From an optimization exercise on the open Yosys and OpenROAD flow, aimed at small area; shortcuts taken in it are not production practice. RTL that was checked went through simulation tests only; none was proved equivalent to the original. Only the layout flow was run in runs 1 to 3; the RTL was not checked for function there. No activity file was given, so power comes from the tool's default toggle rates.

==> flow/design.v <==
`timescale 1ns/1ps
module rv_comb_core (
	input  logic        clk,
	input  logic        arst_n,
	output logic [31:0] insn_addr,
	input  logic [31:0] insn,
	input  logic        insn_valid,
	output logic        insn_complete,
	output logic        trap,
	output logic [4:0]  rs1_addr,
	output logic [4:0]  rs2_addr,
	output logic [4:0]  rd_addr,
	output logic        rs1_request,
	output logic        rs2_request,
	output logic        rd_request,
	input  logic [31:0] rs1_rdata,
	input  logic [31:0] rs2_rdata,
	output logic [31:0] rd_wdata,
	input  logic        rs1_ready,
	input  logic        rs2_ready,
	input  logic        rd_ready,
	output logic        mem_valid,
	input  logic        mem_ready,
	output logic [31:0] mem_addr,
	output logic [31:0] mem_wdata,
	output logic [3:0]  mem_wstrb,
	output logic [3:0]  mem_rmask,
	input  logic [31:0] mem_rdata
);
	logic [31:1] pc;
	logic [31:0] pc_full;
	assign pc_full = {pc, 1'b0};
	assign insn_addr = pc_full;
	logic [4:0] o;
	logic [2:0] f3;
	logic [6:0] f7;
	assign o  = insn[6:2];
	assign f3 = insn[14:12];
	assign f7 = insn[31:25];
	logic op_lui, op_auipc, op_jal, op_jalr, op_branch, op_load, op_store, op_imm, op_reg;
	assign op_lui    = (o == 5'b01101);
	assign op_auipc  = (o == 5'b00101);
	assign op_jal    = (o == 5'b11011);
	assign op_jalr   = (o == 5'b11001);
	assign op_branch = (o == 5'b11000);
	assign op_load   = (o == 5'b00000);
	assign op_store  = (o == 5'b01000);
	assign op_imm    = (o == 5'b00100);
	assign op_reg    = (o == 5'b01100);
	logic legal;
	always_comb begin
		legal = 1'b0;
		if (insn[1:0] == 2'b11) begin
			if (op_lui || op_auipc || op_jal) legal = 1'b1;
			if (op_jalr && f3 == 3'b000) legal = 1'b1;
			if (op_branch && f3[2:1] != 2'b01) legal = 1'b1;
			if (op_load && f3[1:0] != 2'b11 && f3 != 3'b110) legal = 1'b1;
			if (op_store && !f3[2] && f3[1:0] != 2'b11) legal = 1'b1;
			if (op_imm && (f3[1:0] != 2'b01 || f7 == 7'b0000000 || (f3[2] && f7 == 7'b0100000))) legal = 1'b1;
			if (op_reg && (f7 == 7'b0000000 || (f7 == 7'b0100000 && (f3 == 3'b000 || f3 == 3'b101)))) legal = 1'b1;
		end
	end
	logic v;
	assign v = insn_valid && legal;
	assign trap = insn_valid && !legal;
	logic use_rs1, use_rs2, use_rd;
	assign use_rs1 = op_jalr || op_branch || op_load || op_store || op_imm || op_reg;
	assign use_rs2 = op_branch || op_store || op_reg;
	assign use_rd  = op_lui || op_auipc || op_jal || op_jalr || op_load || op_imm || op_reg;
	logic nz1, nz2, nzd;
	assign nz1 = |insn[19:15];
	assign nz2 = |insn[24:20];
	assign nzd = |insn[11:7];
	assign rs1_addr = insn[19:15];
	assign rs2_addr = insn[24:20];
	assign rd_addr  = insn[11:7];
	assign rs1_request = v && use_rs1 && nz1;
	assign rs2_request = v && use_rs2 && nz2;
	assign rd_request  = v && use_rd && nzd;
	assign mem_valid   = v && (op_load || op_store);
	assign insn_complete = insn_valid &&
		(!rs1_request || rs1_ready) && (!rs2_request || rs2_ready) &&
		(!rd_request || rd_ready) && (!mem_valid || mem_ready);
	logic d_lui, d_auipc, d_jal, d_jalr, d_branch, d_load, d_alu, d_reg, d_store;
	assign d_lui    = o[3] & o[2] & o[0];
	assign d_auipc  = ~o[3] & o[2] & o[0];
	assign d_jal    = o[1];
	assign d_jalr   = o[4] & o[0] & ~o[1];
	assign d_branch = o[4] & ~o[0];
	assign d_load   = ~o[4] & ~o[3] & ~o[2];
	assign d_store  = ~o[4] & o[3] & ~o[2];
	assign d_alu    = o[2] & ~o[0];
	assign d_reg    = o[3] & o[2] & ~o[0];
	logic a_rs1, a_pc;
	assign a_rs1 = nz1 & ~o[0] | d_jalr & nz1;
	assign a_pc  = o[0] & ~(o[3] & o[2]) & ~d_jalr;
	logic [31:0] a;
	assign a = (rs1_rdata & {32{a_rs1}}) | (pc_full & {32{a_pc}});
	logic [31:0] r2;
	assign r2 = rs2_rdata & {32{nz2}};
	logic imm_u, imm_j, imm_uj;
	assign imm_u  = o[2] & o[0];
	assign imm_j  = o[1];
	assign imm_uj = imm_u | imm_j;
	logic [31:0] imm_a;
	assign imm_a[0]     = imm_uj ? 1'b0 : d_store ? insn[7] : insn[20];
	assign imm_a[4:1]   = imm_u ? 4'b0 : d_store ? insn[11:8] : insn[24:21];
	assign imm_a[10:5]  = imm_u ? 6'b0 : insn[30:25];
	assign imm_a[11]    = imm_u ? 1'b0 : imm_j ? insn[20] : insn[31];
	assign imm_a[19:12] = imm_uj ? insn[19:12] : {8{insn[31]}};
	assign imm_a[31:20] = imm_u ? insn[31:20] : {12{insn[31]}};
	logic b_reg;
	assign b_reg = d_reg | d_branch;
	logic [31:0] b;
	assign b = b_reg ? r2 : imm_a;
	logic sub;
	assign sub = d_branch | (d_alu & ((f3[2:1] == 2'b01) | (d_reg & (f3 == 3'b000) & insn[30])));
	logic [31:0] bb, p, g, sum;
	logic [32:0] c;
	assign bb = b ^ {32{sub}};
	assign p  = a ^ bb;
	assign g  = a & bb;
	assign c[0] = sub;
	genvar i;
	generate
		for (i = 0; i < 32; i = i + 1) begin : g_alu
			assign c[i+1] = g[i] | (p[i] & c[i]);
		end
	endgenerate
	assign sum = p ^ c[31:0];
	logic ltu, lt, eq, lts, taken;
	assign ltu = ~c[32];
	assign lt  = ltu ^ a[31] ^ b[31];
	assign eq  = &p;
	assign lts = (d_branch ? f3[1] : f3[0]) ? ltu : lt;
	assign taken = ((f3[2] ? lts : eq)) ^ f3[0];
	logic [4:0]  shamt;
	logic        sleft, sfill;
	logic [31:0] sin, s0, s1, s2, s3, s4, shl;
	assign shamt = b[4:0];
	assign sleft = ~f3[2];
	assign sfill = insn[30] & a[31] & f3[2];
	generate
		for (i = 0; i < 32; i = i + 1) begin : g_rev
			assign sin[i] = sleft ? a[31-i] : a[i];
			assign shl[i] = s4[31-i];
		end
	endgenerate
	assign s0 = shamt[0] ? {sfill, sin[31:1]} : sin;
	assign s1 = shamt[1] ? {{2{sfill}}, s0[31:2]} : s0;
	assign s2 = shamt[2] ? {{4{sfill}}, s1[31:4]} : s1;
	assign s3 = shamt[3] ? {{8{sfill}}, s2[31:8]} : s2;
	assign s4 = shamt[4] ? {{16{sfill}}, s3[31:16]} : s3;
	logic [31:0] imm_p;
	assign imm_p[4:2]   = d_branch ? insn[11:9] : 3'b001;
	assign imm_p[0]     = 1'b0;
	assign imm_p[1]     = d_branch & insn[8];
	assign imm_p[10:5]  = insn[30:25] & {6{d_branch}};
	assign imm_p[11]    = d_branch & insn[7];
	assign imm_p[31:12] = {20{d_branch & insn[31]}};
	logic [31:0] pt;
	logic [32:1] pc_c;
	assign pt[0] = 1'b0;
	assign pc_c[1] = 1'b0;
	generate
		for (i = 1; i < 32; i = i + 1) begin : g_pca
			assign pt[i] = pc_full[i] ^ imm_p[i] ^ pc_c[i];
			assign pc_c[i+1] = (pc_full[i] & imm_p[i]) | ((pc_full[i] ^ imm_p[i]) & pc_c[i]);
		end
	endgenerate
	logic        en;
	logic [31:1] inc;
	logic [32:2] ic;
	assign en = insn_complete && !trap;
	assign inc[1] = pc[1];
	assign ic[2] = en;
	generate
		for (i = 2; i < 32; i = i + 1) begin : g_inc
			assign inc[i] = pc[i] ^ ic[i];
			assign ic[i+1] = pc[i] & ic[i];
		end
	endgenerate
	logic [31:0] ld;
	logic        lsign;
	assign lsign = ~f3[2] & (f3[0] ? mem_rdata[15] : mem_rdata[7]);
	assign ld[7:0]   = mem_rdata[7:0];
	assign ld[15:8]  = (f3[1:0] == 2'b00) ? {8{lsign}} : mem_rdata[15:8];
	assign ld[31:16] = f3[1] ? mem_rdata[31:16] : {16{lsign}};
	always_comb begin
		if (d_load) rd_wdata = ld;
		else if (d_jal | d_jalr) rd_wdata = pt;
		else if (o[0]) rd_wdata = sum;  
		else begin
			case (f3)
				3'b000:  rd_wdata = sum;
				3'b001:  rd_wdata = shl;
				3'b010, 3'b011: rd_wdata = {31'b0, lts};
				3'b100:  rd_wdata = p;
				3'b101:  rd_wdata = s4;
				3'b110:  rd_wdata = p | g;
				default: rd_wdata = g;
			endcase
		end
	end
	logic [3:0] msk;
	assign msk = {f3[1], f3[1], f3[1] | f3[0], 1'b1};
	assign mem_addr  = sum;
	assign mem_wdata = r2;
	assign mem_wstrb = d_store ? msk : 4'b0;
	assign mem_rmask = d_store ? 4'b0 : msk;
	logic [31:1] pc_d;
	always_comb begin
		if (en & (d_jal | d_jalr)) pc_d = sum[31:1];
		else if (en & d_branch & taken) pc_d = pt[31:1];
		else pc_d = inc;
	end
	always_ff @(posedge clk or negedge arst_n) begin
		if (!arst_n) pc <= 31'b0;
		else pc <= pc_d;
	end
endmodule
==> flow/flow/run.sh <==
#!/bin/bash
# Own layout flow: the standard flow, with two changes:
#  - synthesis maps with our own ABC script (flow/area.abc: area recovery under a delay target)
#    instead of ORFS's speed script, and leaves full/half adders to ABC rather than extracting
#    them first; everything else in synthesis is the standard script;
#  - ports are buffered with the smallest buffer (buf_1) instead of the default choice.
set -euo pipefail
W=$PWD
# Synthesis script: synth_recipe.tcl with the abc command given our own ABC script
{
  head -n 1 synth_recipe.tcl
  cat <<EOT
proc extract_fa {args} {}
proc abc {args} {
  set i [lsearch -exact \$args -script]
  if {\$i >= 0} { set args [lreplace \$args \$i [expr {\$i + 1}]] }
  set j [lsearch -exact \$args -D]
  if {\$j >= 0} { set args [lreplace \$args \$j [expr {\$j + 1}]] }
  yosys abc -script $W/flow/area.abc {*}\$args
}
EOT
  tail -n +2 synth_recipe.tcl
} > own_synth.tcl
sed "s#SYNTH_SCRIPT=[^ ]*#SYNTH_SCRIPT=$W/own_synth.tcl#" standard.sh > own_standard.sh
export BUFFER_PORTS_ARGS="-buffer_cell sky130_fd_sc_hd__buf_1"
bash own_standard.sh > own_flow.log 2>&1
==> flow/flow/area.abc <==
strash
dch -f
map -D 7000
buffer -c
upsize -D 7000
dnsize -D 7000
topo
==> flow/standard.sh <==
#!/bin/bash
# synth_recipe.tcl (not shown) runs the flow's synth.tcl, then flattens the netlist and writes it again
# the make line also repeats each setting of config.mk as NAME=value (left out here)
make -C /OpenROAD-flow-scripts/flow DESIGN_CONFIG=/design/flow/config.mk WORK_HOME=/design/flow/orfs CLKGATE_MAP_FILE= SYNTH_SCRIPT=/design/flow/synth_recipe.tcl "${@:-finish}"
==> flow/config.mk <==
export PLATFORM = sky130hd
export DESIGN_NAME = rv_comb_core
export DESIGN_NICKNAME = rv_comb_core
export VERILOG_FILES = /design/flow/design.v
export SDC_FILE = /design/flow/constraint.sdc
export NUM_CORES = 4
export LEC_CHECK = 0
export CAP_MARGIN = 20
export CORE_MARGIN = 2
export CORE_UTILIZATION = 40
export SETUP_SLACK_MARGIN = 0.2
export SLEW_MARGIN = 20
==> flow/constraint.sdc <==
create_clock -name core_clock -period 13.0 [get_ports {clk}]
set_input_delay 2.6000 -clock core_clock [delete_from_list [all_inputs] [get_ports {clk}]]
set_output_delay 2.6000 -clock core_clock [all_outputs]
set_load 0.01 [all_outputs]
==> results of run 1 <==
==> worst max-delay path: cells and delay by family <==
| family | cells | cell delay, ns |
|---|---|---|
| AO/OA/AOI/OAI | 15 | 1.87 |
| buffers and inverters | 2 | 0.32 |
| XOR/XNOR | 3 | 0.45 |
| AND/OR/NAND/NOR | 57 | 4.69 |
==> per-layer routing <==
| layer | GRT usage (%) | vias to the layer above |
|---|---|---|
| li1 | - | 6850 |
| met3 | 5.27 | 135 |
| met1 | 55.2 | 6720 |
| met2 | 58.9 | 942 |
| met5 | 0 | - |
| met4 | 17.7 | 0 |
==> worst max-delay path by stage <==
stage                     startpoint            to  slack [ns]  cells past startpoint
after detailed placement     insn[6]  rd_wdata[31]       -0.23                     67
after global placement       insn[6]  rd_wdata[31]      -0.006                     67
after global routing         insn[4]   rd_wdata[0]       -0.12                     81
final                       insn[14]   rd_wdata[0]        0.46                     77
after floorplan              insn[2]   rd_wdata[0]        1.31                     78
after CTS                    insn[6]  rd_wdata[31]        0.24                     69
==> cells in the final DEF, fill, tap and decap left out, types with 29 or more instances in the layout <==
cell type,n
nand2_1,362
buf_1,280
o21ai_0,249
inv_1,239
nor2_1,213
a21oi_1,141
buf_4,88
xor2_1,65
a22oi_1,53
o22ai_1,53
nand3_1,44
nand2_2,35
dfrtp_1,31
xnor2_1,29
==> area by class of cell <==
cell class	instances	area (µm²)
inverters	252	958
clock inverters	2	12.5
repair buffers	385	1930
fillers	2706	12100
multi-input cells	1481	7990
well taps	324	405
clock buffers	6	129
flip-flops and latches	31	776
==> Yosys cell counts (all sizes together) (18+ instances only) <==
| cell type | n | area (µm²) |
|---|---|---|
| nand3 | 49 | 250 |
| a31oi | 18 | 113 |
| o22ai | 53 | 332 |
| a22oi | 60 | 455 |
| nor2 | 230 | 888 |
| xor2 | 69 | 604 |
| buf | 33 | 204 |
| nand2 | 401 | 1510 |
| inv | 250 | 938 |
| and2 | 18 | 113 |
| o21ai | 290 | 1470 |
| dfrtp | 31 | 776 |
| nor3 | 23 | 115 |
| clkbuf | 94 | 353 |
| xnor2 | 29 | 254 |
| a21oi | 146 | 731 |
==> cell families after synthesis <==
kind of cell / synth area share, %
buffers and inverters: 15.3
XOR/XNOR: 8.72
AO/OA/AOI/OAI: 37.1
other: 0.0381
multiplexers: 0.407
flip-flops: 7.88
AND/OR/NAND/NOR: 30.6
==> report_power, final <==
part,leakage [nW],internal (W),total (W),switching [W]
sequential,0.375,0.000138,0.000211,0.0000728
clock,0.0669,0.0000711,0.000128,0.0000567
combinational,5.14,0.000431,0.00132,0.000892
total,5.58,0.000640,0.00166,0.00102
==> through the flow <==
step	hold WS [ns]	instances	setup TNS, ns	setup slack (ns)	util [%]
after floorplan	0.628	1891	0	1.31	-
after global placement	0.673	2441	-0.00650	-0.00650	46.5
after detailed placement	0.677	2441	-0.359	-0.226	46.5
after CTS	0.706	2450	0	0.237	47.4
after global routing	0.784	2481	-0.116	-0.116	50.3
final	0.726	2481	0	0.455	50.3
==> what timing repair did <==
action | CTS | global route
gates resized for setup | 21 | 166
setup buffers | 1 | 30
gates cloned | 0 | 1
pin swaps | 2 | 48
hold buffers | 0 | 0
endpoints found under the setup margin | 4 | 20
==> flow_summary.toml, run 1 <==
[critical_path]
critPathArrivalTime_ns = 9.94
cp-start-kind = "input pin"
max_stage_delay_ns = 0.32
end_kind = "output port"
critPathMaxFanout = 5
cpMostUsedCell = "nand2_2"
cp.required_ns = 10.40
slowest_stage = "o21ai_4"
reg2reg_from = "pc[2]$_DFF_PN0_"
r2r-end = "pc[25]$_DFF_PN0_"
r2r_slack_ns = 4.27
crit_type = "input pin to output port"
reg2regPathDepth = 76

[drt]
drt_wl_total_um = 53900
wl_per_cell_um = 21.7
top_layer_used = "met4"
wl_met2_um = 23000
remaining_drc_errors = 0
ant_nets = 0
drt_iter0_drc = 1644
vias_per_cell = 5.90
wl_met1_um = 22100
drtPass1Iterations = 6
vias = 14600
wl_met3_um = 5930

[floorplanning]
initial_utilization_pct = 40.6
coreArea_mm2 = 0.0242
num_rows = 57
die_area_mm2 = 0.0259
dieHeight_um = 161
die_width_um = 161
top_level_ports = 292

[timing]
rsz0062_at_grt = "yes"
worst_pin_slew_ns = 1.16
skew_ns = 0.0128
finalCriticalPeriod_ns = 12.54
slew_headroom_pct = 21.8
slew_viol_final = 0
fin_crit_sh_pct = 96.5
fmax_mhz = 79.7
setup_viol = 0
final_hold_viol_count = 0

[place]
hpwl_um = 42400
portBuffers = 290
finalWeightedCongestion = 1.03
place_area_mm2 = 0.0113

[pwr]
ir_drop_v = 0.0000914
total_power_w = 0.00166
powerDensity_mw_per_mm2 = 136
p_leak_nw = 5.58

[finish]
reg.largest.list = "pc: 31 flops"
top_register = "pc"
layout.nets = 2291
area_growth_pct = 23.9
drive_above_1_share_pct = 11.2
stdcell_area_mm2 = 0.0122
largest_reg_flops = 31
diodes = 0

[yosys]
synth_cells = 1891
avgSynthCellArea_um2 = 5.21
netlist_area_mm2 = 0.00985
ys.warnings.count = 1
syn_nets = 2026
yosysSeqAreaShare_pct = 7.88
synth_edf_count = 0
async_reset_ff_share_pct = 100
yosys_register_bits = 31
ys.flop_type = "dfrtp_1"
synth_cell_type_count = 43

[min_path]
min_path_type = "flip-flop to flip-flop"
hold_path_depth = 2
min_from = "pc[1]$_DFFE_PN0P_"
hold_end = "pc[1]$_DFFE_PN0P_"

[grt]
grt_overflow_total = 0
grt_usage_pct = 39.1
first_global_vias = 13000
antenna_found_initial = 1
grt_max_degree = 43
grt_first_pass_wirelength_um = 77700

[clock_network]
root_buffer = "clkbuf_16"
cts.sinks = 31
path_clk_slew_ns = 0.07
cts_inserted_buffers = 5
insertion_delay_ns = 0.30
clk_path_buf_depth = 2
cts_tree = "built"
htreeDepth = 2

[flow_run]
cap_viol_max_count = 0

[run_status]
status = "timing/DRC/antenna clean"
==> run 2, diff against run 1 <==
--- a/flow/design.v
+++ b/flow/design.v
@@ -91,11 +91,18 @@
 	assign d_store  = ~o[4] & o[3] & ~o[2];
 	assign d_alu    = o[2] & ~o[0];
 	assign d_reg    = o[3] & o[2] & ~o[0];
-	logic a_rs1, a_pc;
-	assign a_rs1 = nz1 & ~o[0] | d_jalr & nz1;
+	logic a_rs1, a_rev, a_pc, sleft;
+	assign sleft = d_alu & (f3 == 3'b001);
+	assign a_rs1 = nz1 & (~o[0] | d_jalr) & ~sleft;
+	assign a_rev = nz1 & sleft;
 	assign a_pc  = o[0] & ~(o[3] & o[2]) & ~d_jalr;
 	logic [31:0] a;
-	assign a = (rs1_rdata & {32{a_rs1}}) | (pc_full & {32{a_pc}});
+	genvar i;
+	generate
+		for (i = 0; i < 32; i = i + 1) begin : g_opa
+			assign a[i] = (rs1_rdata[i] & a_rs1) | (rs1_rdata[31-i] & a_rev) | (pc_full[i] & a_pc);
+		end
+	endgenerate
 	logic [31:0] r2;
 	assign r2 = rs2_rdata & {32{nz2}};
 	logic imm_u, imm_j, imm_uj;
@@ -120,11 +127,17 @@
 	assign bb = b ^ {32{sub}};
 	assign p  = a ^ bb;
 	assign g  = a & bb;
+	logic [7:0] gg, gp;
 	assign c[0] = sub;
-	genvar i;
-	generate
-		for (i = 0; i < 32; i = i + 1) begin : g_alu
-			assign c[i+1] = g[i] | (p[i] & c[i]);
+	generate
+		for (i = 0; i < 8; i = i + 1) begin : g_grp
+			assign gg[i] = g[4*i+3] | (p[4*i+3] & g[4*i+2]) | (p[4*i+3] & p[4*i+2] & g[4*i+1]) |
+				(p[4*i+3] & p[4*i+2] & p[4*i+1] & g[4*i]);
+			assign gp[i] = &p[4*i+3:4*i];
+			assign c[4*i+1] = g[4*i] | (p[4*i] & c[4*i]);
+			assign c[4*i+2] = g[4*i+1] | (p[4*i+1] & c[4*i+1]);
+			assign c[4*i+3] = g[4*i+2] | (p[4*i+2] & c[4*i+2]);
+			assign c[4*i+4] = gg[i] | (gp[i] & c[4*i]);
 		end
 	endgenerate
 	assign sum = p ^ c[31:0];
@@ -135,18 +148,16 @@
 	assign lts = (d_branch ? f3[1] : f3[0]) ? ltu : lt;
 	assign taken = ((f3[2] ? lts : eq)) ^ f3[0];
 	logic [4:0]  shamt;
-	logic        sleft, sfill;
-	logic [31:0] sin, s0, s1, s2, s3, s4, shl;
+	logic        sfill;
+	logic [31:0] s0, s1, s2, s3, s4, shl;
 	assign shamt = b[4:0];
-	assign sleft = ~f3[2];
 	assign sfill = insn[30] & a[31] & f3[2];
 	generate
 		for (i = 0; i < 32; i = i + 1) begin : g_rev
-			assign sin[i] = sleft ? a[31-i] : a[i];
 			assign shl[i] = s4[31-i];
 		end
 	endgenerate
-	assign s0 = shamt[0] ? {sfill, sin[31:1]} : sin;
+	assign s0 = shamt[0] ? {sfill, a[31:1]} : a;
 	assign s1 = shamt[1] ? {{2{sfill}}, s0[31:2]} : s0;
 	assign s2 = shamt[2] ? {{4{sfill}}, s1[31:4]} : s1;
 	assign s3 = shamt[3] ? {{8{sfill}}, s2[31:8]} : s2;
==> flow/flow/area.abc (replaced) <==
strash
dc2
balance
 rewrite
 refactor
 balance
 rewrite
 rewrite -z
 balance
 refactor -z
 rewrite -z
 balance
dch -f
amap
topo
--- a/flow/config.mk
+++ b/flow/config.mk
@@ -8,5 +8,5 @@
 export CAP_MARGIN = 20
 export CORE_MARGIN = 2
 export CORE_UTILIZATION = 40
-export SETUP_SLACK_MARGIN = 0.2
+export SETUP_SLACK_MARGIN = 0.1
 export SLEW_MARGIN = 20
==> flow_summary.toml, run 2 <==
[clock_network]
cts.sinks = 31
path_clk_slew_ns = 0.06
cts_inserted_buffers = 5
cts_tree = "built"
htreeDepth = 2
insertion_delay_ns = 0.30
root_buffer = "clkbuf_16"
clk_path_buf_depth = 2

[timing]
slew_headroom_pct = 25.8
finalCriticalPeriod_ns = 12.46
worst_pin_slew_ns = 1.11
fmax_mhz = 80.3
holdWs_ns = 0.778
setup_viol = 0
fin_crit_sh_pct = 95.8
slew_viol_final = 0
final_hold_viol_count = 0
skew_ns = 0.00570

[finish]
diodes = 0
final_core_util_pct = 53.6
stdcell_area_mm2 = 0.0112
instances_no_fill = 2141
top_register = "pc"
largest_reg_flops = 31
final_common_cell = "buf_1"
layout_common_cells = "279 x buf_1, 235 x nor2_1, 171 x nand2_1"
drive_above_1_share_pct = 11.7
reg.largest.list = "pc: 31 flops"
layout.nets = 2000
area_growth_pct = 32.6

[min_path]
min_from = "pc[1]$_DFFE_PN0P_"
hold_path_depth = 2
hold_end = "pc[1]$_DFFE_PN0P_"
min_path_type = "flip-flop to flip-flop"

[drt]
vias_per_cell = 6.56
remaining_drc_errors = 0
wl_per_cell_um = 24.2
drt_wl_total_um = 51700
vias = 14100
drt_iter0_drc = 2046
ant_nets = 0
drtPass1Iterations = 8

[critical_path]
max_stage_delay_ns = 0.36
crit_type = "input pin to output port"
reg2regPathDepth = 53
critPathMaxFanout = 6
slowest_stage = "a2111oi_4"
cp.required_ns = 10.40
r2r-end = "pc[1]$_DFFE_PN0P_"
critPathArrivalTime_ns = 9.86
end_kind = "output port"
cp-start-kind = "input pin"
r2r_slack_ns = 4.44
reg2reg_from = "pc[1]$_DFFE_PN0P_"

[floorplanning]
coreArea_mm2 = 0.0208
die_area_mm2 = 0.0222
num_rows = 53
top_level_ports = 292
initial_utilization_pct = 40.4
dieHeight_um = 149
die_width_um = 149

[yosys]
yosysSeqAreaShare_pct = 9.21
synth_xor_area_share_pct = 0
synth-simple-area-share_pct = 26.1
synth-compound-area-share_pct = 55.2
synth_common_cells = "256 x nor2_1, 189 x o21ai_0, 185 x nand2_1"
synth_edf_count = 0
ys.flop_type = "dfrtp_1"
avgSynthCellArea_um2 = 5.67
synth_top_area_share_pct = 11.4
yosys-top-cells-area = "nor2_1 11%, o21ai_0 11%, a21oi_1 9.9%"
yosys_register_bits = 31
synth_most_common_cell = "nor2_1"
synth_adder_area_share_pct = 0
synth_cell_type_count = 36
netlist_area_mm2 = 0.00842
synth_cells = 1486
yosys.area.top_type = "nor2_1"
syn_nets = 1621
async_reset_ff_share_pct = 100
ys.warnings.count = 1
synth_top_family_by_area = "compound AO/OA/AOI/OAI gates"
muxShareOfSynthArea_pct = 0

[place]
hpwl_um = 40000
finalWeightedCongestion = 1.02
dpl.cell_count = 2112
place_area_mm2 = 0.0105
portBuffers = 290

[pwr]
total_power_w = 0.00157
ir_drop_v = 0.0000765
powerDensity_mw_per_mm2 = 140
p_leak_nw = 3.98

[grt]
grt_first_pass_wirelength_um = 72900
grt_max_degree = 40
antenna_found_initial = 0
grt_overflow_total = 0
grt_usage_pct = 43.6
first_global_vias = 12000

[run_status]
status = "timing/DRC/antenna clean"

[flow_run]
cap_viol_max_count = 0
==> run 2: cell types whose count changed in the layout (fill, tap and decap cells not counted), moves of 33 or more <==
cell,delta
a222oi_1,+33
clkinv_1,+157
inv_1,-239
nand2_1,-191
nand3_1,-36
o21ai_0,-80
o22a_1,+48
o22ai_1,+43
xor2_1,-65
==> run 2: power breakdown <==
part | total (W) | internal [W] | leakage [nW] | switching (W)
Combinational | 0.00119 | 0.000408 | 3.55 | 0.000784
Clock | 0.000148 | 0.0000955 | 0.0868 | 0.0000525
Sequential | 0.000227 | 0.000141 | 0.345 | 0.0000863
==> run 2: kinds of logic after synthesis <==
| group | count (synthesis) |
|---|---|
| AO/OA/AOI/OAI | 726 |
| buffers and inverters | 194 |
| flip-flops | 31 |
| other | 1 |
| AND/OR/NAND/NOR | 534 |
==> run 2: worst max-delay path by stage <==
stage	from	endpoint	slack, ns	cells after the start
after floorplan	insn[2]	rd_wdata[0]	0.11	55
after global placement	insn[5]	rd_wdata[0]	0.16	55
after detailed placement	insn[5]	rd_wdata[0]	0.06	55
after CTS	insn[2]	rd_wdata[0]	0.13	55
after global routing	insn[13]	rd_wdata[0]	-0.009	56
final	insn[6]	rd_wdata[0]	0.54	56
==> run 2: critical path, delay by kind of cell <==
kind / cells / cell delay, ns
buf+inv: 7 / 0.72
compound gates: 14 / 3.02
simple gates: 35 / 3.53
==> run 2: cell type report <==
type,instances,area [µm²]
timing repair buffer,391,1870
fill,2332,9650
clock inverter,2,35.0
sequential,31,776
tap,275,344
inverter,175,667
clock buffer,6,139
multi-input combinational,1261,7330
==> run 2: metrics by stage <==
step | setup TNS, ns | setup slack (ns)
after floorplan | 0 | 0.110
after global routing | -0.00867 | -0.00867
final | 0 | 0.544
after global placement | 0 | 0.165
after CTS | 0 | 0.126
after detailed placement | 0 | 0.0586
==> run 2: what timing repair did <==
| item | in CTS | in global routing |
|---|---|---|
| setup endpoints to repair | 2 | 9 |
| resized for setup | 2 | 130 |
| pin swaps | 0 | 55 |
| setup buffers | 0 | 21 |
| hold buffers | 0 | 0 |
==> run 2: layer usage <==
layer	GRT usage [%]	vias up	share of wire (%)
li1	-	6398	-
met1	52.9	6356	36
met2	69.9	1076	45
met3	9.08	223	12
met4	28.7	0	7.5
met5	0	-	0
==> run 3, diff against run 2 <==
--- a/flow/flow/run.sh
+++ b/flow/flow/run.sh
@@ -3,7 +3,8 @@
 #  - synthesis maps with our own ABC script (flow/area.abc: area recovery under a delay target)
 #    instead of ORFS's speed script, and leaves full/half adders to ABC rather than extracting
 #    them first; everything else in synthesis is the standard script;
-#  - ports are buffered with the smallest buffer (buf_1) instead of the default choice.
+#  - ports are buffered with the smallest buffer (buf_1) instead of the default choice;
+#  - the clock tree uses small clock buffers and no dummy loads.
 set -euo pipefail
 W=$PWD
 # Synthesis script: synth_recipe.tcl with the abc command given our own ABC script
@@ -23,4 +24,6 @@
 } > own_synth.tcl
 sed "s#SYNTH_SCRIPT=[^ ]*#SYNTH_SCRIPT=$W/own_synth.tcl#" standard.sh > own_standard.sh
 export BUFFER_PORTS_ARGS="-buffer_cell sky130_fd_sc_hd__buf_1"
+# Clock tree: the design has 31 flip-flops, so small clock buffers and no dummy loads
+export CTS_ARGS="-sink_clustering_enable -repair_clock_nets -buf_list {sky130_fd_sc_hd__clkbuf_4 sky130_fd_sc_hd__clkbuf_8} -dont_use_dummy_load"
 bash own_standard.sh > own_flow.log 2>&1
--- a/flow/config.mk
+++ b/flow/config.mk
@@ -8,5 +8,6 @@
 export CAP_MARGIN = 20
 export CORE_MARGIN = 2
 export CORE_UTILIZATION = 40
+export GPL_TIMING_DRIVEN = 0
 export SETUP_SLACK_MARGIN = 0.1
 export SLEW_MARGIN = 20
==> flow_summary.toml, run 3 <==
[grt]
first_global_vias = 13300
grt_overflow_total = 0
antenna_found_initial = 3
grt_first_pass_wirelength_um = 78800
grt_max_degree = 39
grt_usage_pct = 46.9

[timing]
skew_ns = 0.0165
worst_pin_slew_ns = 1.21
setup-tns-final_ns = 0
fmax_mhz = 78.0
finalCriticalPeriod_ns = 12.82
fin_crit_sh_pct = 98.6
setup_viol = 0
final_hold_viol_count = 0
slew_headroom_pct = 18.5
slew_viol_final = 0
rsz0062_at_grt = "no"

[critical_path]
slowest_stage = "o22ai_1"
cp.required_ns = 10.40
cp-start-kind = "input pin"
reg2regPathDepth = 89
cpMostUsedCell = "buf_4"
max_stage_delay_ns = 0.57
critPathArrivalTime_ns = 10.22
end_kind = "output port"
critPathMaxFanout = 18
crit_type = "input pin to output port"

[drt]
wl_per_cell_um = 25.0
drt_iter0_drc = 2246
ant_nets = 0
wl_met1_um = 19500
drt_wl_total_um = 56200
top_layer_used = "met4"
drtPass1Iterations = 8
wl_met2_um = 24000
remaining_drc_errors = 0
vias = 15100
wl_met3_um = 8120
vias_per_cell = 6.71

[floorplanning]
die_width_um = 149
initial_utilization_pct = 40.4
die_area_mm2 = 0.0222
top_level_ports = 292
coreArea_mm2 = 0.0208
num_rows = 53
dieHeight_um = 149

[yosys]
yosysSeqAreaShare_pct = 9.21
synth_top_area_share_pct = 11.4
avgSynthCellArea_um2 = 5.67
synth_cells = 1486
syn_nets = 1621
yosys.area.top_type = "nor2_1"
synth_cell_type_count = 36
yosys-top-cells-area = "nor2_1 11%, o21ai_0 11%, a21oi_1 9.9%"
async_reset_ff_share_pct = 100
netlist_area_mm2 = 0.00842
ys.warnings.count = 1
synth_common_cells = "256 x nor2_1, 189 x o21ai_0, 185 x nand2_1"
yosys_register_bits = 31
ys.flop_type = "dfrtp_1"
synth_most_common_cell = "nor2_1"
synth_edf_count = 0

[finish]
top_register = "pc"
largest_reg_flops = 31
area_growth_pct = 48.8
drive_above_1_share_pct = 19.1
final_core_util_pct = 60.2
layout.nets = 2110
reg.largest.list = "pc: 31 flops"
final_common_cell = "buf_1"
layout_common_cells = "278 x buf_1, 222 x nor2_1, 178 x buf_4"

[place]
finalWeightedCongestion = 1.00
hpwl_um = 38100
portBuffers = 290

[clock_network]
htreeDepth = 2
clk_path_buf_depth = 2
cts.sinks = 31
cts_tree = "built"
cts_inserted_buffers = 5
insertion_delay_ns = 0.32
holdBufCountCts = 0
path_clk_slew_ns = 0.06
root_buffer = "clkbuf_8"

[pwr]
p_leak_nw = 4.61
powerDensity_mw_per_mm2 = 135
ir_drop_v = 0.0000775

[run_status]
status = "timing/DRC/antenna clean"

[min_path]
min_path_type = "flip-flop to flip-flop"
hold_path_depth = 2

[flow_run]
cap_viol_max_count = 0
run 3: cell types whose count changed in the layout (fill, tap and decap cells not counted), moves of 6 or more:
cell      previous run  this run
o21ai_2             14        29
clkinv_4             1        11
buf_4               99       178
nor2_1             235       222
nor2_2              12        21
clkinv_1           158       150
o21ai_0            169       154
buf_12               0         7
nand2_1            171       165
inv_2               12         5
run 3: power breakdown:
part / internal (W) / leakage (nW) / total [W] / switching, W
clock: 0.0000346 / 0.0360 / 0.0000784 / 0.0000438
combinational: 0.000528 / 4.23 / 0.00139 / 0.000866
sequential: 0.000141 / 0.345 / 0.000226 / 0.0000855
run 3: worst paths after layout:
path / from / endpoint / slack, ns
worst min register to register: pc[1]$_DFFE_PN0P_ / pc[1]$_DFFE_PN0P_ / 0.71
worst max-delay path: insn[4] / rd_wdata[16] / 0.18
min in group asynchronous: arst_n / pc[31]$_DFF_PN0_ / 2.15
max in group asynchronous: arst_n / pc[12]$_DFF_PN0_ / 10.41
worst min-delay path: pc[1]$_DFFE_PN0P_ / pc[1]$_DFFE_PN0P_ / 0.71
worst max register to register: pc[2]$_DFF_PN0_ / pc[31]$_DFF_PN0_ / 3.12
run 3: critical path: cells and delay by family:
| family | cells | cell delay (ns) |
|---|---|---|
| AOI/OAI and AO/OA | 9 | 1.87 |
| buffers and inverters | 31 | 4.06 |
| and+or+nand+nor | 19 | 1.68 |
run 3: layer usage:
layer,up-vias,global-route usage [%]
met4,0,30.2
li1,6624,-
met3,376,18.3
met1,6755,54.0
met2,1330,72.6
met5,-,0
run 3: metrics by stage:
| stage | instance area (µm²) | setup WS, ns | cells | total power [W] | hold WS, ns |
|---|---|---|---|---|---|
| after detailed placement | 10200 | -3.99 | 2063 | 0.00128 | 0.675 |
| final | 12500 | 0.181 | 2249 | 0.00170 | 0.708 |
| after global placement | 9970 | -4.84 | 2051 | 0.00126 | 0.664 |
| after floorplan | 8540 | 0.110 | 1486 | 0.000902 | 0.668 |
| after CTS | 11800 | 0.105 | 2203 | 0.00154 | 0.685 |
| after global routing | 12500 | 0.00664 | 2249 | 0.00179 | 0.752 |
run 3: kinds of logic (layout without fill, tap and decap cells):
kind of cell | count (synthesis) | after routing | share of synthesized area (%)
AOI/OAI and AO/OA | 726 | 733 | 55.2
buffers and inverters | 194 | 672 | 9.49
DFF | 31 | 31 | 9.21
other | 1 | 2 | 0.0445
and+or+nand+nor | 534 | 536 | 26.1
run 3: what timing repair did:
| item | 4_1_cts | 5_1_grt |
|---|---|---|
| gates cloned | 13 | 1 |
| setup buffers | 122 | 41 |
| endpoints found under the setup margin | 73 | 29 |
| gates resized for setup | 138 | 109 |
| pin swaps | 51 | 46 |
run 3: area by class of cell:
class,count,area [µm²]
Fill cell,2069,8290
Timing Repair Buffer,468,2640
Antenna cell,1,2.50
Buffer,19,143
Clock buffer,5,68.8
Timing Repair inverter,5,32.5
Inverter,175,788
Tap cell,275,344
Sequential cell,31,776
Multi-Input combinational cell,1270,7740
==> run 4, diff against run 3 <==
--- a/flow/design.v
+++ b/flow/design.v
@@ -127,16 +127,20 @@
 	assign bb = b ^ {32{sub}};
 	assign p  = a ^ bb;
 	assign g  = a & bb;
+	logic kill;
+	logic [31:0] gk;
+	assign kill = d_alu & f3[2] & ~(f3[1:0] == 2'b01);
+	assign gk = g & {32{~kill}};
 	logic [7:0] gg, gp;
 	assign c[0] = sub;
 	generate
 		for (i = 0; i < 8; i = i + 1) begin : g_grp
-			assign gg[i] = g[4*i+3] | (p[4*i+3] & g[4*i+2]) | (p[4*i+3] & p[4*i+2] & g[4*i+1]) |
-				(p[4*i+3] & p[4*i+2] & p[4*i+1] & g[4*i]);
+			assign gg[i] = gk[4*i+3] | (p[4*i+3] & gk[4*i+2]) | (p[4*i+3] & p[4*i+2] & gk[4*i+1]) |
+				(p[4*i+3] & p[4*i+2] & p[4*i+1] & gk[4*i]);
 			assign gp[i] = &p[4*i+3:4*i];
-			assign c[4*i+1] = g[4*i] | (p[4*i] & c[4*i]);
-			assign c[4*i+2] = g[4*i+1] | (p[4*i+1] & c[4*i+1]);
-			assign c[4*i+3] = g[4*i+2] | (p[4*i+2] & c[4*i+2]);
+			assign c[4*i+1] = gk[4*i] | (p[4*i] & c[4*i]);
+			assign c[4*i+2] = gk[4*i+1] | (p[4*i+1] & c[4*i+1]);
+			assign c[4*i+3] = gk[4*i+2] | (p[4*i+2] & c[4*i+2]);
 			assign c[4*i+4] = gg[i] | (gp[i] & c[4*i]);
 		end
 	endgenerate
@@ -206,9 +210,9 @@
 				3'b000:  rd_wdata = sum;
 				3'b001:  rd_wdata = shl;
 				3'b010, 3'b011: rd_wdata = {31'b0, lts};
-				3'b100:  rd_wdata = p;
+				3'b100:  rd_wdata = sum;
 				3'b101:  rd_wdata = s4;
-				3'b110:  rd_wdata = p | g;
+				3'b110:  rd_wdata = sum | g;
 				default: rd_wdata = g;
 			endcase
 		end
--- a/flow/flow/run.sh
+++ b/flow/flow/run.sh
@@ -4,7 +4,8 @@
 #    instead of ORFS's speed script, and leaves full/half adders to ABC rather than extracting
 #    them first; everything else in synthesis is the standard script;
 #  - ports are buffered with the smallest buffer (buf_1) instead of the default choice;
-#  - the clock tree uses small clock buffers and no dummy loads.
+#  - the clock tree uses small clock buffers and no dummy loads;
+#  - after global routing, gates with timing slack to spare are downsized.
 set -euo pipefail
 W=$PWD
 # Synthesis script: synth_recipe.tcl with the abc command given our own ABC script
@@ -25,5 +26,7 @@
 sed "s#SYNTH_SCRIPT=[^ ]*#SYNTH_SCRIPT=$W/own_synth.tcl#" standard.sh > own_standard.sh
 export BUFFER_PORTS_ARGS="-buffer_cell sky130_fd_sc_hd__buf_1"
 # Clock tree: the design has 31 flip-flops, so small clock buffers and no dummy loads
+# After global routing, downsize gates off the critical paths (repair_timing -recover_power)
+export RECOVER_POWER=100
 export CTS_ARGS="-sink_clustering_enable -repair_clock_nets -buf_list {sky130_fd_sc_hd__clkbuf_4 sky130_fd_sc_hd__clkbuf_8} -dont_use_dummy_load"
 bash own_standard.sh > own_flow.log 2>&1
--- a/flow/config.mk
+++ b/flow/config.mk
@@ -8,6 +8,5 @@
 export CAP_MARGIN = 20
 export CORE_MARGIN = 2
 export CORE_UTILIZATION = 40
-export GPL_TIMING_DRIVEN = 0
 export SETUP_SLACK_MARGIN = 0.1
 export SLEW_MARGIN = 20
==> flow_summary.toml, run 4 <==
[yosys]
yosys.area.top_type = "o21ai_0"
synth_edf_count = 0
netlist_area_mm2 = 0.00820
ys.warnings.count = 1
yosys-top-cells-area = "o21ai_0 13%, nor2_1 11%, o22ai_1 11%"
syn_nets = 1582
synth_top_area_share_pct = 12.8
synth_cells = 1447
synth_cell_type_count = 40
async_reset_ff_share_pct = 100
avgSynthCellArea_um2 = 5.67
yosysSeqAreaShare_pct = 9.46
synth_common_cells = "246 x nor2_1, 210 x o21ai_0, 169 x clkinv_1"
yosys_register_bits = 31
synth_most_common_cell = "nor2_1"
ys.flop_type = "dfrtp_1"

[drt]
drtPass1Iterations = 9
vias_per_cell = 6.40
ant_nets = 0
vias = 13400
remaining_drc_errors = 0
drt_iter0_drc = 1485
drt_wl_total_um = 48400
wl_per_cell_um = 23.2

[critical_path]
cp-start-kind = "input pin"
critPathMaxFanout = 6
slowest_stage = "a2111oi_2"
reg2reg_from = "pc[1]$_DFFE_PN0P_"
max_stage_delay_ns = 0.38
critPathArrivalTime_ns = 9.84
crit_type = "input pin to output port"
cp-startpoint = "insn[20]"
end_kind = "output port"
cpMostUsedCell = "nand2_1"
reg2regPathDepth = 49
cp.required_ns = 10.40

[timing]
slew_viol_final = 62
final_hold_viol_count = 0
fmax_mhz = 80.4
setup_viol = 0
rsz0062_at_grt = "no"
finalCriticalPeriod_ns = 12.44
worst_pin_slew_ns = 2.14
fin_crit_sh_pct = 95.7
slew_headroom_pct = -42.4
skew_ns = 0.0267

[floorplanning]
die_area_mm2 = 0.0217
dieHeight_um = 147
top_level_ports = 292
die_width_um = 147
num_rows = 52
coreArea_mm2 = 0.0202
initial_utilization_pct = 40.6

[place]
finalWeightedCongestion = 1.11
portBuffers = 290
dpl.cell_count = 2064
hpwl_um = 37400

[finish]
diodes = 0
instances_no_fill = 2087
largest_reg_flops = 31
top_register = "pc"
layout_common_cells = "280 x buf_1, 233 x nor2_1, 174 x o21ai_0"
area_growth_pct = 30.1
final_core_util_pct = 52.9
drive_above_1_share_pct = 9.74
layout.nets = 1954
reg.largest.list = "pc: 31 flops"
fillers = 2202
final_common_cell = "buf_1"

[pwr]
p_int_w = 0.000552
p_sw_share_pct = 60.2
p_clk_share_pct = 6.6
total_power_w = 0.00139
power_frac_comb_pct = 78.6
power.switching_w = 0.000834
p_leak_nw = 3.66
powerDensity_mw_per_mm2 = 130
seq_power_share_pct = 14.8
ir_drop_v = 0.0000708

[clock_network]
root_buffer = "clkbuf_8"
insertion_delay_ns = 0.34
path_clk_slew_ns = 0.09
clk_path_buf_depth = 2
cts_inserted_buffers = 5
cts.sinks = 31
htreeDepth = 2
cts_tree = "built"

[grt]
grt_usage_pct = 42.6
grt_overflow_total = 0
antenna_found_initial = 0
first_global_vias = 12200
grt_max_degree = 45
grt_first_pass_wirelength_um = 71000

[min_path]
min_path_type = "flip-flop to flip-flop"
hold_path_depth = 2
min_from = "pc[1]$_DFFE_PN0P_"

[flow_run]
cap_viol_max_count = 2

[run_status]
status = "complete, but fails checks"
failed_checks = "max-capacitance violations, max-slew violations"
[run 4: cell types whose count changed after synthesis, sizes merged, moves of 7 or more]
cell	previous run	this run
or2	4	11
o22ai	105	147
o21ai	189	210
a21oi	167	151
a22oi	48	30
nand2	185	156
nor2	256	246
a211oi	23	13
o211ai	10	2
o22a	49	37
nor4	16	5
[run 4: routing by layer]
layer / GRT usage, % / vias to the layer above / part of all wire [%]
met5: 0 / - / 0
met4: 26.5 / 0 / 6.9
met3: 9.01 / 180 / 11
met2: 65.6 / 889 / 43
met1: 54.3 / 6042 / 39
li1: - / 6240 / -
[run 4: cell type report]
class / count / area (µm²) / share of cell area, %
clock buffers: 5 / 68.8 / 0.645
multi-input cells: 1228 / 7010 / 65.8
well taps: 270 / 338 / 3.17
flip-flops and latches: 31 / 776 / 7.28
inverters: 169 / 683 / 6.41
repair buffers: 384 / 1780 / 16.7
[run 4: cells by family after synthesis]
kind of cell           after synthesis  share of synthesized area [%]
AOI/OAI and AO/OA                  730                           55.8
and+or+nand+nor                    497                           25.3
buffers and inverters              188                           9.48
DFF                                 31                           9.46
other                                1                         0.0457
[run 4: path summary, 6_finish.rpt]
path	end	slack [ns]
max in group asynchronous	pc[11]$_DFF_PN0_	8.90
setup / recovery	rd_wdata[0]	0.56
hold reg to reg	pc[1]$_DFFE_PN0P_	0.63
hold / removal	pc[1]$_DFFE_PN0P_	0.63
setup reg to reg	pc[10]$_DFF_PN0_	3.85
min in group asynchronous	pc[1]$_DFFE_PN0P_	2.86
[run 4: repair_timing]
| item | 4_1_cts | 5_1_grt |
|---|---|---|
| setup endpoints to repair | 5 | 14 |
| pin swaps | 0 | 27 |
| hold buffers | 0 | 0 |
| buffers inserted | 0 | 18 |
| gates resized for setup | 11 | 84 |
| cloned | 0 | 0 |
[run 4: through the flow]
step           setup WS, ns  hold WS [ns]  TNS (ns)  area (µm²)
2_1_floorplan        -0.122         0.605    -0.130        8390
3_3_place_gp         0.0772         0.604         0       10300
3_5_place_dp         -0.339         0.601    -0.689       10300
4_1_cts              0.0387         0.613         0       10400
5_1_grt              0.0231         0.662         0       10700
6_report              0.564         0.625         0       10700
[run 4: worst max-delay path, delay by kind of cell]
kind / cells / cell delay [ns]
buffers and inverters: 7 / 0.86
and+or+nand+nor: 18 / 2.11
AOI/OAI and AO/OA: 25 / 4.22
[run 4: power by group through the flow]
stage / clock, W / combinational [W] / sequential, W
after floorplan: 0 / 0.000658 / 0.000208
after global placement: 0 / 0.00100 / 0.000205
after detailed placement: 0 / 0.00101 / 0.000205
after CTS: 0.0000904 / 0.00102 / 0.000203
after global routing: 0.0000931 / 0.00119 / 0.000213
final: 0.0000913 / 0.00109 / 0.000205
==> run 5, diff against run 4 <==
==> flow/config.mk (replaced) <==
export PLATFORM = sky130hd
export DESIGN_NAME = rv_comb_core
export DESIGN_NICKNAME = rv_comb_core
export VERILOG_FILES = /design/flow/design.v
export SDC_FILE = /design/flow/constraint.sdc
export NUM_CORES = 4
export LEC_CHECK = 0
export CAP_MARGIN = 0
export CORE_MARGIN = 2
export CORE_UTILIZATION = 40
export SETUP_SLACK_MARGIN = 0.05
export SLEW_MARGIN = 0
==> flow_summary.toml, run 5 <==
[clock_network]
path_clk_slew_ns = 0.08
cts.sinks = 31
insertion_delay_ns = 0.33
cts_tree = "built"
root_buffer = "clkbuf_8"
cts_inserted_buffers = 5
clk_path_buf_depth = 2
htreeDepth = 2

[finish]
drive_above_1_share_pct = 9.27
largest_reg_flops = 31
fillers = 2272
reg.largest.list = "pc: 31 flops"
layout.nets = 1949
diodes = 0
layout_common_cells = "283 x buf_1, 235 x nor2_1, 176 x o21ai_0"
area_growth_pct = 29.7
final_common_cell = "buf_1"
stdcell_area_mm2 = 0.0106
top_register = "pc"

[timing]
slew_headroom_pct = -56.4
final_hold_viol_count = 0
finalCriticalPeriod_ns = 12.45
skew_ns = 0.0201
worst_pin_slew_ns = 2.35
fin_crit_sh_pct = 95.8
holdWs_ns = 0.623
fin_ws_ns = 0.549
setup_viol = 0
fmax_mhz = 80.3
slew_viol_final = 60

[yosys]
synth_cell_type_count = 40
muxShareOfSynthArea_pct = 0
synth-compound-area-share_pct = 55.8
synth_top_area_share_pct = 12.8
synth_most_common_cell = "nor2_1"
yosys.area.top_type = "o21ai_0"
yosysSeqAreaShare_pct = 9.46
ys.flop_type = "dfrtp_1"
synth_cells = 1447
syn_nets = 1582
yosys_register_bits = 31
synth_xor_area_share_pct = 0
synth-simple-area-share_pct = 25.3
ys.warnings.count = 1
synth_edf_count = 0
avgSynthCellArea_um2 = 5.67
async_reset_ff_share_pct = 100
synth_common_cells = "246 x nor2_1, 210 x o21ai_0, 169 x clkinv_1"
synth_top_family_by_area = "compound AO/OA/AOI/OAI gates"
yosys-top-cells-area = "o21ai_0 13%, nor2_1 11%, o22ai_1 11%"
netlist_area_mm2 = 0.00820
synth_adder_area_share_pct = 0

[place]
place_area_mm2 = 0.0103
pre_cts_ws_ns = -0.237
hpwl_um = 37500
portBuffers = 290
finalWeightedCongestion = 1.11

[critical_path]
crit_type = "input pin to output port"
max_stage_delay_ns = 0.36
cp.required_ns = 10.40
critPathArrivalTime_ns = 9.85
slowest_stage = "a2111oi_2"
cpMostUsedCell = "nand2_1"
critPathMaxFanout = 18
cp-start-kind = "input pin"
end_kind = "output port"

[drt]
wl_per_cell_um = 23.4
vias = 13400
vias_per_cell = 6.45
remaining_drc_errors = 0
drt_wl_total_um = 48600
drt_iter0_drc = 1744
drtPass1Iterations = 8
ant_nets = 0

[run_status]
status = "complete, but fails checks"
failed_checks = "max-capacitance violations, max-slew violations"

[pwr]
power.switching_w = 0.000826
p_leak_nw = 3.64
p_clk_share_pct = 6.1
ir_drop_v = 0.0000755
power_frac_comb_pct = 79.0
p_int_w = 0.000548
p_sw_share_pct = 60.1
powerDensity_mw_per_mm2 = 129
seq_power_share_pct = 14.9

[floorplanning]
die_width_um = 147
top_level_ports = 292
die_area_mm2 = 0.0217
coreArea_mm2 = 0.0202
initial_utilization_pct = 40.6
dieHeight_um = 147
num_rows = 52

[grt]
first_global_vias = 11900
grt_first_pass_wirelength_um = 70800
antenna_found_initial = 0
grt_max_degree = 45
grt_usage_pct = 42.5
grt_overflow_total = 0

[flow_run]
cap_viol_max_count = 2

[min_path]
min_path_type = "flip-flop to flip-flop"
-- run 5: cell count changes in the layout (fill, tap and decap cells not counted), sizes merged --
cell,previous run,this run
buf,365,359
clkbuf,24,25
clkinv,165,166
inv,4,3
-- run 5: critical path: cells and delay by family --
| kind | cells | cell delay (ns) |
|---|---|---|
| AOI/OAI and AO/OA | 23 | 4.28 |
| buffers and inverters | 8 | 1.10 |
| and+or+nand+nor | 16 | 1.86 |
-- run 5: per-layer routing --
metal	GRT usage (%)	wire length, µm	vias up	part of all wire, %
met3	7.52	5350	157	11
met4	22.5	2960	0	6.1
met5	0	0	-	0
li1	-	-	6217	-
met2	66.5	21200	896	44
met1	55.8	19100	6168	39
-- run 5: area by class of cell --
type / count / area (µm²) / area share, %
Multi-Input combinational cell: 1228 / 7020 / 66.0
Clock buffer: 5 / 68.8 / 0.647
Tap cell: 270 / 338 / 3.18
Sequential cell: 31 / 776 / 7.30
Inverter: 169 / 683 / 6.43
Timing Repair Buffer: 379 / 1750 / 16.4
-- run 5: path summary, 6_finish.rpt --
check,start,to,slack (ns),depth (start not counted)
setup / recovery,insn[19],rd_wdata[0],0.55,47
hold / removal,pc[1]$_DFFE_PN0P_,pc[1]$_DFFE_PN0P_,0.62,2
setup reg to reg,pc[1]$_DFFE_PN0P_,pc[18]$_DFF_PN0_,3.45,48
hold reg to reg,pc[1]$_DFFE_PN0P_,pc[1]$_DFFE_PN0P_,0.62,2
max in group asynchronous,arst_n,pc[24]$_DFF_PN0_,8.67,1
min in group asynchronous,arst_n,pc[1]$_DFFE_PN0P_,2.98,1
-- run 5: cells by family after synthesis --
family          after synthesis
compound gates              730
buf+inv                     188
flops                        31
other cells                   1
simple gates                497
-- run 5: metrics by stage --
stage	util, %	std cells	power [W]	TNS (ns)
CTS	51.4	2070	0.00130	0
finish	52.7	2082	0.00137	0
detailed placement	50.9	2063	0.00121	-0.384
global route	52.7	2082	0.00148	-0.0163
global placement	50.9	2063	0.00121	0
floorplan	-	1447	0.000865	-0.130
-- run 5: repair_timing --
action	in CTS	in global routing
endpoints found under the hold margin	0	0
buffers inserted	2	12
gates cloned	0	0
hold buffers	0	0
gates resized for setup	11	84
pin swaps	2	21
setup endpoints to repair	4	13
-- run 5: power by group through the flow --
stage          logic, W  clock network (W)  registers [W]
5_1_grt         0.00118          0.0000858       0.000211
2_1_floorplan  0.000658                  0       0.000208
4_1_cts         0.00102          0.0000828       0.000203
6_report        0.00109          0.0000841       0.000204
3_5_place_dp    0.00101                  0       0.000204
3_3_place_gp    0.00100                  0       0.000204
==> run 6, diff against run 5 <==
==> flow/flow/run.sh (replaced) <==
#!/bin/bash
# Own layout flow: the standard flow, with two changes:
#  - synthesis maps with our own ABC script (flow/area.abc: area recovery under a delay target)
#    instead of ORFS's speed script, and leaves full/half adders to ABC rather than extracting
#    them first; everything else in synthesis is the standard script;
#  - ports are buffered with the smallest buffer (buf_1) instead of the default choice.
set -euo pipefail
W=$PWD
# Synthesis script: synth_recipe.tcl with the abc command given our own ABC script
{
  head -n 1 synth_recipe.tcl
  cat <<EOT
proc extract_fa {args} {}
proc abc {args} {
  set i [lsearch -exact \$args -script]
  if {\$i >= 0} { set args [lreplace \$args \$i [expr {\$i + 1}]] }
  set j [lsearch -exact \$args -D]
  if {\$j >= 0} { set args [lreplace \$args \$j [expr {\$j + 1}]] }
  yosys abc -script $W/flow/area.abc {*}\$args
}
EOT
  tail -n +2 synth_recipe.tcl
} > own_synth.tcl
sed "s#SYNTH_SCRIPT=[^ ]*#SYNTH_SCRIPT=$W/own_synth.tcl#" standard.sh > own_standard.sh
export BUFFER_PORTS_ARGS="-buffer_cell sky130_fd_sc_hd__buf_1"
bash own_standard.sh > own_flow.log 2>&1
==> flow/config.mk (replaced) <==
export PLATFORM = sky130hd
export DESIGN_NAME = rv_comb_core
export DESIGN_NICKNAME = rv_comb_core
export VERILOG_FILES = /design/flow/design.v
export SDC_FILE = /design/flow/constraint.sdc
export NUM_CORES = 4
export LEC_CHECK = 0
export CAP_MARGIN = 20
export CORE_MARGIN = 2
export CORE_UTILIZATION = 40
export SETUP_SLACK_MARGIN = 0.1
export SLEW_MARGIN = 20
==> flow_summary.toml, run 6 <==
[critical_path]
cp.required_ns = 10.40
cpMostUsedCell = "nand2_1"
max_stage_delay_ns = 0.38
cp-startpoint = "insn[2]"
crit_type = "input pin to output port"
cp-endpoint = "rd_wdata[0]"
reg2regPathDepth = 48
r2r-end = "pc[31]$_DFF_PN0_"
critPathArrivalTime_ns = 9.92
reg2reg_from = "pc[1]$_DFFE_PN0P_"
end_kind = "output port"
cp-start-kind = "input pin"
critPathMaxFanout = 10
r2r_slack_ns = 4.87
slowest_stage = "a2111oi_2"

[clock_network]
root_buffer = "clkbuf_16"
cts.sinks = 31
clk_path_buf_depth = 2
cts_inserted_buffers = 5
cts_tree = "built"
insertion_delay_ns = 0.31
path_clk_slew_ns = 0.07
htreeDepth = 2

[place]
place_area_mm2 = 0.0103
finalWeightedCongestion = 1.11
hpwl_um = 37400
pre_cts_ws_ns = -0.339
portBuffers = 290

[yosys]
synth_cell_type_count = 40
synth_top_area_share_pct = 12.8
yosys.area.top_type = "o21ai_0"
synth_most_common_cell = "nor2_1"
syn_nets = 1582
yosys-top-cells-area = "o21ai_0 13%, nor2_1 11%, o22ai_1 11%"
netlist_area_mm2 = 0.00820
yosys_register_bits = 31
synth_cells = 1447
yosysSeqAreaShare_pct = 9.46
async_reset_ff_share_pct = 100
synth_edf_count = 0
ys.warnings.count = 1
synth_common_cells = "246 x nor2_1, 210 x o21ai_0, 169 x clkinv_1"
ys.flop_type = "dfrtp_1"
avgSynthCellArea_um2 = 5.67

[timing]
skew_ns = 0.0163
setup_viol = 0
fmax_mhz = 79.9
finalCriticalPeriod_ns = 12.52
setup-tns-final_ns = 0
slew_viol_final = 0
worst_pin_slew_ns = 1.10
rsz0062_at_grt = "yes"
fin_ws_ns = 0.477
fin_crit_sh_pct = 96.3
slew_headroom_pct = 26.2
final_hold_viol_count = 0

[grt]
grt_overflow_total = 0
grt_max_degree = 45
grt_first_pass_wirelength_um = 71000
first_global_vias = 12100
antenna_found_initial = 0
grt_usage_pct = 42.6

[floorplanning]
top_level_ports = 292
dieHeight_um = 147
coreArea_mm2 = 0.0202
num_rows = 52
initial_utilization_pct = 40.6
die_width_um = 147
die_area_mm2 = 0.0217

[finish]
diodes = 0
drive_above_1_share_pct = 10.6
fillers = 2182
final_common_cell = "buf_1"
layout_common_cells = "285 x buf_1, 233 x nor2_1, 175 x o21ai_0"
reg.largest.list = "pc: 31 flops"
largest_reg_flops = 31
area_growth_pct = 31.9
top_register = "pc"
layout.nets = 1954
stdcell_area_mm2 = 0.0108

[pwr]
power_frac_comb_pct = 75.6
seq_power_share_pct = 14.2
powerDensity_mw_per_mm2 = 134
ir_drop_v = 0.0000714
p_leak_nw = 3.74
p_int_w = 0.000601
p_clk_share_pct = 10.2
power.switching_w = 0.000845
p_sw_share_pct = 58.4
total_power_w = 0.00145

[run_status]
status = "timing/DRC/antenna clean"

[drt]
drtPass1Iterations = 9
drt_wl_total_um = 48600
wl_per_cell_um = 23.3
drt_iter0_drc = 1548
vias = 13400
vias_per_cell = 6.42
ant_nets = 0
remaining_drc_errors = 0

[flow_run]
cap_viol_max_count = 0

[min_path]
min_path_type = "flip-flop to flip-flop"
-- run 6: power by group through the flow --
| stage | registers (W) | logic (W) | clock network [W] |
|---|---|---|---|
| after CTS | 0.000203 | 0.00102 | 0.000146 |
| after detailed placement | 0.000205 | 0.00101 | 0 |
| final | 0.000205 | 0.00109 | 0.000148 |
| after global routing | 0.000213 | 0.00119 | 0.000147 |
| after floorplan | 0.000208 | 0.000658 | 0 |
| after global placement | 0.000205 | 0.00100 | 0 |
-- run 6: logic make-up (layout without fill, tap and decap cells) --
| kind of cell | after synthesis | after routing | synth area share, % |
|---|---|---|---|
| AO/OA/AOI/OAI | 730 | 730 | 55.8 |
| buffers and inverters | 188 | 561 | 9.48 |
| other | 1 | 1 | 0.0457 |
| flip-flops | 31 | 31 | 9.46 |
| AND/OR/NAND/NOR | 497 | 497 | 25.3 |
-- run 6: final cells by class --
cell class | instances | area, µm² | share of cell area, %
multi-input combinational | 1228 | 7040 | 65.1
timing repair buffer | 384 | 1820 | 16.8
sequential | 31 | 776 | 7.18
inverter | 169 | 683 | 6.32
tap | 270 | 338 | 3.13
clock buffer | 7 | 153 | 1.41
clock inverter | 1 | 7.51 | 0.0695
-- run 6: what timing repair did --
| action | 4_1_cts | 5_1_grt |
|---|---|---|
| hold buffers | 0 | 0 |
| endpoints found under the hold margin | 0 | 0 |
| buffers inserted | 0 | 18 |
| gates resized for setup | 11 | 82 |
| setup endpoints to repair | 5 | 14 |
| pin swaps | 0 | 25 |
| gates cloned | 0 | 0 |
-- run 6: critical path, delay by kind of cell --
kind / cells / cell delay [ns]
compound gates: 24 / 4.40
buf+inv: 9 / 1.08
simple gates: 15 / 1.78
-- run 6: through the flow --
step | hold WS (ns) | cells | util, %
after global routing | 0.658 | 2090 | 53.6
after global placement | 0.604 | 2064 | 51.0
after floorplan | 0.605 | 1447 | -
after CTS | 0.611 | 2072 | 51.8
final | 0.620 | 2090 | 53.6
after detailed placement | 0.601 | 2064 | 51.0
-- run 6: worst min path at each step --
stage	to	start	cells after the start	slack, ns
finish	pc[1]$_DFFE_PN0P_	pc[1]$_DFFE_PN0P_	2	0.62
global route	pc[1]$_DFFE_PN0P_	pc[1]$_DFFE_PN0P_	2	0.66
CTS	pc[1]$_DFFE_PN0P_	pc[1]$_DFFE_PN0P_	2	0.61
detailed placement	pc[1]$_DFFE_PN0P_	pc[1]$_DFFE_PN0P_	2	0.60
global placement	pc[1]$_DFFE_PN0P_	pc[1]$_DFFE_PN0P_	2	0.60
floorplan	pc[1]$_DFFE_PN0P_	pc[1]$_DFFE_PN0P_	2	0.61
-- run 6: metal layers --
layer	GRT usage [%]	up-vias	part of all wire [%]
li1	-	6235	-
met1	55.0	6081	39
met2	65.9	926	43
met3	8.07	183	11
met4	25.9	0	6.5
met5	0	-	0

separate check: timing with driven ports:
Ports are ideal in the flow. The routed layouts listed here were re-timed in OpenROAD.
Step 1, drivers: a clkbuf_16 drives clk and a buf_2 each remaining input, both assumed.
Step 2 moves the port delays by t, midway between the first and last clock arrival at a register: inputs arrive t later, outputs are due t later. That takes back most of the time a late clock gives input paths.
a / b / c = ideal / step 1 / step 2; a / b = the first two.
run | t, ns | slack for setup (ns) | hold WS [ns]
run 1 | 0.340 | 0.455 / 0.414 / 0.414 | 0.726 / 0.726 / 0.726
run 2 | 0.336 | 0.544 / 0.521 / 0.521 | 0.778 / 0.778 / 0.778
run 3 | 0.351 | 0.181 / 0.150 / 0.150 | 0.708 / 0.708 / 0.708
run 4 | 0.371 | 0.564 / 0.544 / 0.544 | 0.625 / 0.625 / 0.625
run 5 | 0.366 | 0.549 / 0.521 / 0.380 | 0.623 / 0.623 / 0.623
run 6 | 0.354 | 0.477 / 0.455 / 0.455 | 0.620 / 0.620 / 0.620
For run 5, which loses most, drivers alone change the setup slack by -0.028 ns; drivers and shift together by -0.169 ns.
